Background: an optimization exercise with open tools, aiming at small area, a short achievable clock period and few clock cycles per item. Do not read the settings as production practice. The RTL was checked by simulation tests, not by an equivalence proof against the original design. No activity file was given, so power comes from the tool's default toggle rates.

==> flow/design.v (excerpt) <==
module wqe_fetch_top
#(
    parameter int MAX_QP   = 16,
    parameter int SQ_DEPTH = 4096,
    parameter int BODY     = 32          
)(
    input  logic                  clk,
    input  logic                  rst_n,
    output logic                  o_fetch_ready,
    input  logic                  i_arbit_val,
    input  logic [QPID_WIDTH-1:0] i_qp_idx,
    input  logic [MAX_QP-1:0]     i_active,
    input  logic [MAX_QP-1:0]     i_wqe_cache_alfull,
    input  logic [ADDR_WIDTH-1:0] i_sq_base,
    output logic [ADDR_WIDTH-1:0] o_axi_araddr,
    output logic                  o_axi_arvalid,
    input  logic                  i_axi_arready,
    input  logic [WQE_WIDTH-1:0]  i_axi_rdata,
    input  logic                  i_axi_rvalid,
    output logic                  o_axi_rready,
    output logic                  o_wqe_cache_wr,
    output logic [WQE_WIDTH-1:0]  o_wqe,
    input  logic [MAX_QP-1:0]     i_wqe_cache_full
);
    localparam int PI_WIDTH = $clog2(SQ_DEPTH);
    localparam int BA       = $clog2(BODY);
    localparam int OFF_LSB  = $clog2(WQE_BYTES);
    localparam int OFF_W    = ADDR_WIDTH - OFF_LSB;
    logic                  g_valid;
    logic [MAX_QP-1:0]     g_sel;       
    logic [QPID_WIDTH-1:0] g_qp;
    logic [PI_WIDTH-1:0]   sq_pi  [MAX_QP];
    logic [MAX_QP-1:0]     pi_vld;
  ...
==> module wqe_fetch_top, before the edit <==
module wqe_fetch_top
#(
    parameter int MAX_QP   = 16,
    parameter int SQ_DEPTH = 4096,
    parameter int BODY     = 32          
)(
    input  logic                  clk,
    input  logic                  rst_n,
    output logic                  o_fetch_ready,
    input  logic                  i_arbit_val,
    input  logic [QPID_WIDTH-1:0] i_qp_idx,
    input  logic [MAX_QP-1:0]     i_active,
    input  logic [MAX_QP-1:0]     i_wqe_cache_alfull,
    input  logic [ADDR_WIDTH-1:0] i_sq_base,
    output logic [ADDR_WIDTH-1:0] o_axi_araddr,
    output logic                  o_axi_arvalid,
    input  logic                  i_axi_arready,
    input  logic [WQE_WIDTH-1:0]  i_axi_rdata,
    input  logic                  i_axi_rvalid,
    output logic                  o_axi_rready,
    output logic                  o_wqe_cache_wr,
    output logic [WQE_WIDTH-1:0]  o_wqe,
    input  logic [MAX_QP-1:0]     i_wqe_cache_full
);
    localparam int PI_WIDTH = $clog2(SQ_DEPTH);
    localparam int BA       = $clog2(BODY);
    localparam int OFF_LSB  = $clog2(WQE_BYTES);
    localparam int OFF_W    = ADDR_WIDTH - OFF_LSB;
    logic                  g_valid;
    logic [MAX_QP-1:0]     g_sel;       
    logic [QPID_WIDTH-1:0] g_qp;
    logic [PI_WIDTH-1:0]   sq_pi  [MAX_QP];
    logic [MAX_QP-1:0]     pi_vld;
    logic                  ar_valid;
    logic [OFF_W-1:0]      ar_addr;
    logic                  hd_vld;
    logic [MAX_QP-1:0]     hd_sel;      
    logic [QPID_WIDTH-1:0] hd_qp;
    logic [QPID_WIDTH-1:0] body [BODY];
    logic [BA:0]           bwp;
    logic [BA:0]           brp;
    logic                  req_ok_q;
    logic                  fr_a;
    logic                  grant;
    logic                  xfer;
    logic                  ar_fire;
    logic                  push;
    logic                  body_empty;   
    logic                  body_full;    
    logic                  to_head;
    logic [PI_WIDTH-1:0]   cur_pi;
    logic [QPID_WIDTH-1:0] hd_nxt;
    function automatic logic [OFF_W-1:0] prefix_add(input logic [OFF_W-1:0] a,
                                                    input logic [OFF_W-1:0] b);
        logic [OFF_W-1:0] g;
        logic [OFF_W-1:0] p;
        logic [OFF_W-1:0] gg;
        logic [OFF_W-1:0] pp;
        g  = a & b;
        p  = a ^ b;
        gg = g;
        pp = p;
        for (int l = 1; l < OFF_W; l = l * 2)
            for (int i = 0; i < OFF_W; i++)
                if ((i / l) % 2 == 1)
                begin
                    gg[i] = gg[i] | (pp[i] & gg[(i / l) * l - 1]);
                    pp[i] = pp[i] & pp[(i / l) * l - 1];
                end
        prefix_add = p ^ {gg[OFF_W-2:0], 1'b0};
    endfunction
    assign xfer          = g_valid & ~body_full & (~ar_valid | i_axi_arready);
    assign o_fetch_ready = fr_a | (req_ok_q & ~body_full & i_axi_arready);
    logic                  req_ok;
    logic                  g_valid_d;
    logic                  ar_valid_d;
    logic [BA:0]           bwp_d;
    logic [BA:0]           brp_d;
    logic                  body_full_d;
    logic                  body_empty_d;
    assign req_ok      = (|i_active) & ~(&i_wqe_cache_alfull);
    assign g_valid_d   = grant | (g_valid & ~xfer);
    assign ar_valid_d  = xfer | (ar_valid & ~ar_fire);
    assign bwp_d       = bwp + (BA+1)'(xfer & ~to_head);
    assign brp_d       = brp + (BA+1)'(push & ~body_empty);
    assign body_full_d  = (bwp_d == {~brp_d[BA], brp_d[BA-1:0]});
    assign body_empty_d = (bwp_d == brp_d);
    assign grant         = i_arbit_val & o_fetch_ready;
    assign ar_fire       = ar_valid & i_axi_arready;
    always_comb
    begin
        cur_pi = '0;
        g_qp   = '0;
        for (int q = 0; q < MAX_QP; q++)
        begin
            if (g_sel[q] & pi_vld[q])
                cur_pi = cur_pi | sq_pi[q];
            if (g_sel[q])
                g_qp = g_qp | QPID_WIDTH'(q);
        end
    end
    assign to_head       = ~hd_vld | (push & body_empty);
    always_ff @(posedge clk or negedge rst_n)
    begin
        if (!rst_n)
        begin
            g_valid  <= 1'b0;
            pi_vld   <= '0;
            ar_valid <= 1'b0;
            hd_vld   <= 1'b0;
            bwp      <= '0;
            brp      <= '0;
            req_ok_q <= 1'b0;
            fr_a     <= 1'b0;
            body_full  <= 1'b0;
            body_empty <= 1'b1;
        end
        else
        begin
            req_ok_q <= req_ok;
            fr_a     <= req_ok & (~g_valid_d | (~body_full_d & ~ar_valid_d));
            body_full  <= body_full_d;
            body_empty <= body_empty_d;
            if (grant)
                g_valid <= 1'b1;
            else if (xfer)
                g_valid <= 1'b0;
            if (xfer)
                pi_vld <= pi_vld | g_sel;
            if (xfer)
                ar_valid <= 1'b1;
            else if (ar_fire)
                ar_valid <= 1'b0;
            if (xfer)
                hd_vld <= 1'b1;
            else if (push & body_empty)
                hd_vld <= 1'b0;
            bwp <= bwp_d;
            brp <= brp_d;
        end
    end
    always_ff @(posedge clk)
    begin
        if (grant)
            g_sel <= MAX_QP'(1) << i_qp_idx;
        for (int q = 0; q < MAX_QP; q++)
            if (xfer & g_sel[q])
                sq_pi[q] <= cur_pi + 1'b1;
        if (xfer)
        begin
            ar_addr <= prefix_add(i_sq_base[ADDR_WIDTH-1:OFF_LSB], OFF_W'({g_qp, cur_pi}));
        end
        if (xfer & ~to_head)
            body[bwp[BA-1:0]] <= g_qp;
        if ((xfer & to_head) | push)
        begin
            hd_sel <= MAX_QP'(1) << hd_nxt;
        end
    end
    assign o_axi_arvalid = ar_valid;
    assign o_axi_araddr  = {ar_addr, i_sq_base[OFF_LSB-1:0]};
    assign hd_nxt = (xfer & to_head) ? g_qp : body[brp[BA-1:0]];
    always_comb
    begin
        hd_qp = '0;
        for (int q = 0; q < MAX_QP; q++)
            if (hd_sel[q])
                hd_qp = hd_qp | QPID_WIDTH'(q);
    end
    assign o_wqe_cache_wr = i_axi_rvalid & hd_vld;
    assign o_axi_rready   = ~|(i_wqe_cache_full & hd_sel);
    assign push           = o_wqe_cache_wr & o_axi_rready;
    assign o_wqe          = {{PAD_WIDTH{1'b0}}, hd_qp, i_axi_rdata[QPID_LSB-1:0]};
endmodule
export LEC_CHECK = 0
export CAP_MARGIN = 0
export CORE_AREA = 10 10 410 410
export DIE_AREA = 0 0 420 420
export SETUP_SLACK_MARGIN = 4.1
export SLEW_MARGIN = 0
create_clock -name core_clock -period 8.0 [get_ports {clk}]
standard.sh (not shown) runs the stock make flow with config.mk's settings and CLKGATE_MAP_FILE= SYNTH_SCRIPT=/design/flow/synth_recipe.tcl, a recipe that flattens the netlist after the stock synthesis.
==> flow/flow/run.sh <==
#!/bin/bash
# Standard layout with four changes: port buffers are buf_1, constant outputs share
# tie cells through per-port buffers (flow/ties.tcl), o_axi_rready gets a shallow
# cone of its own (flow/rready.tcl), and CTS adds no dummy loads.
set -euo pipefail
here=$(pwd)
export BUFFER_PORTS_ARGS="-buffer_cell sky130_fd_sc_hd__buf_1"
export POST_GLOBAL_PLACE_TCL=$here/flow/ties.tcl
export POST_FLOORPLAN_TCL=$here/flow/rready.tcl
export CTS_ARGS="-sink_clustering_enable -repair_clock_nets -dont_use_dummy_load -buf_list {sky130_fd_sc_hd__clkbuf_4 sky130_fd_sc_hd__clkbuf_8} -sink_clustering_size 10 -sink_clustering_max_diameter 50"
bash standard.sh > standard.log 2>&1
Other scripts of this flow, unchanged in this note and not shown: flow/flow/rready.tcl, flow/flow/ties.tcl
Testbench counts at the start, summed over its fixed seeds: cycles 11,267, items 8,000.
Rerun with:
--- a/flow/design.v
+++ b/flow/design.v
@@ -53,7 +53,7 @@
     logic [MAX_QP-1:0]     g_sel;       
     logic [QPID_WIDTH-1:0] g_qp;
     logic [PI_WIDTH-1:0]   sq_pi  [MAX_QP];
-    logic [MAX_QP-1:0]     pi_vld;
+    logic                  pi_init;
     logic                  ar_valid;
     logic [OFF_W-1:0]      ar_addr;
     logic                  hd_vld;
@@ -116,7 +116,7 @@
         g_qp   = '0;
         for (int q = 0; q < MAX_QP; q++)
         begin
-            if (g_sel[q] & pi_vld[q])
+            if (g_sel[q])
                 cur_pi = cur_pi | sq_pi[q];
             if (g_sel[q])
                 g_qp = g_qp | QPID_WIDTH'(q);
@@ -128,7 +128,7 @@
         if (!rst_n)
         begin
             g_valid  <= 1'b0;
-            pi_vld   <= '0;
+            pi_init  <= 1'b0;
             ar_valid <= 1'b0;
             hd_vld   <= 1'b0;
             bwp      <= '0;
@@ -148,8 +148,7 @@
                 g_valid <= 1'b1;
             else if (xfer)
                 g_valid <= 1'b0;
-            if (xfer)
-                pi_vld <= pi_vld | g_sel;
+            pi_init  <= 1'b1;
             if (xfer)
                 ar_valid <= 1'b1;
             else if (ar_fire)
@@ -167,8 +166,8 @@
         if (grant)
             g_sel <= MAX_QP'(1) << i_qp_idx;
         for (int q = 0; q < MAX_QP; q++)
-            if (xfer & g_sel[q])
-                sq_pi[q] <= cur_pi + 1'b1;
+            if (~pi_init | (xfer & g_sel[q]))
+                sq_pi[q] <= pi_init ? cur_pi + 1'b1 : '0;
         if (xfer)
         begin
             ar_addr <= prefix_add(i_sq_base[ADDR_WIDTH-1:OFF_LSB], OFF_W'({g_qp, cur_pi}));
The new run produced a clean layout; global-route usage decreases by 0.26 points; routed wire length falls by 3.0%; clock skew went up by 0.085 ns; area after synthesis drops by 3.4%; final area drops by 4.0%; via count came out lower by about 6%; power increases by about 8%; synthesized cell count drops by 5.6%; utilization went down by 0.56 points; count of clock-buffer cells in the layout stays the same; worst setup slack gains 0.024 ns; worst hold slack got worse by 0.033 ns; combinational power rose by about 20%; final cell count drops by 2.9%.
Testbench counts after the change, summed over its fixed seeds: cycles 11,267, items 8,000.

==> afterwards: timing with drivers on the ports <==
The flow's constraints put no driver on any port. The routed layouts listed below were extracted and timed again, unchanged, in two steps.
Step 1 (the two cells are an assumption about what drives the block):
set clk [get_ports {clk}]
set_driving_cell -lib_cell sky130_fd_sc_hd__clkbuf_16 $clk
set_driving_cell -lib_cell sky130_fd_sc_hd__buf_2 [delete_from_list [all_inputs] $clk]
Step 2 also shifts input and output timing later by t, the mid clock arrival at the registers, as if the neighbouring blocks saw the same clock.
Slacks: no drivers / after step 1 / after step 2; pairs: no drivers / after step 1.
| run | shift t [ns] | setup slack, ns | clock arrival spread, ns |
|---|---|---|---|
| the first run | 0.651 | 4.096 / 4.030 / 3.587 | 0.059 / 0.059 |
| the second run | 0.657 | 4.120 / 4.067 / 3.521 | 0.152 / 0.152 |
After both steps every run listed still meets setup and hold. The setup slack of the second run, which loses most, moves by -0.053 ns with the drivers and by -0.599 ns with both steps.
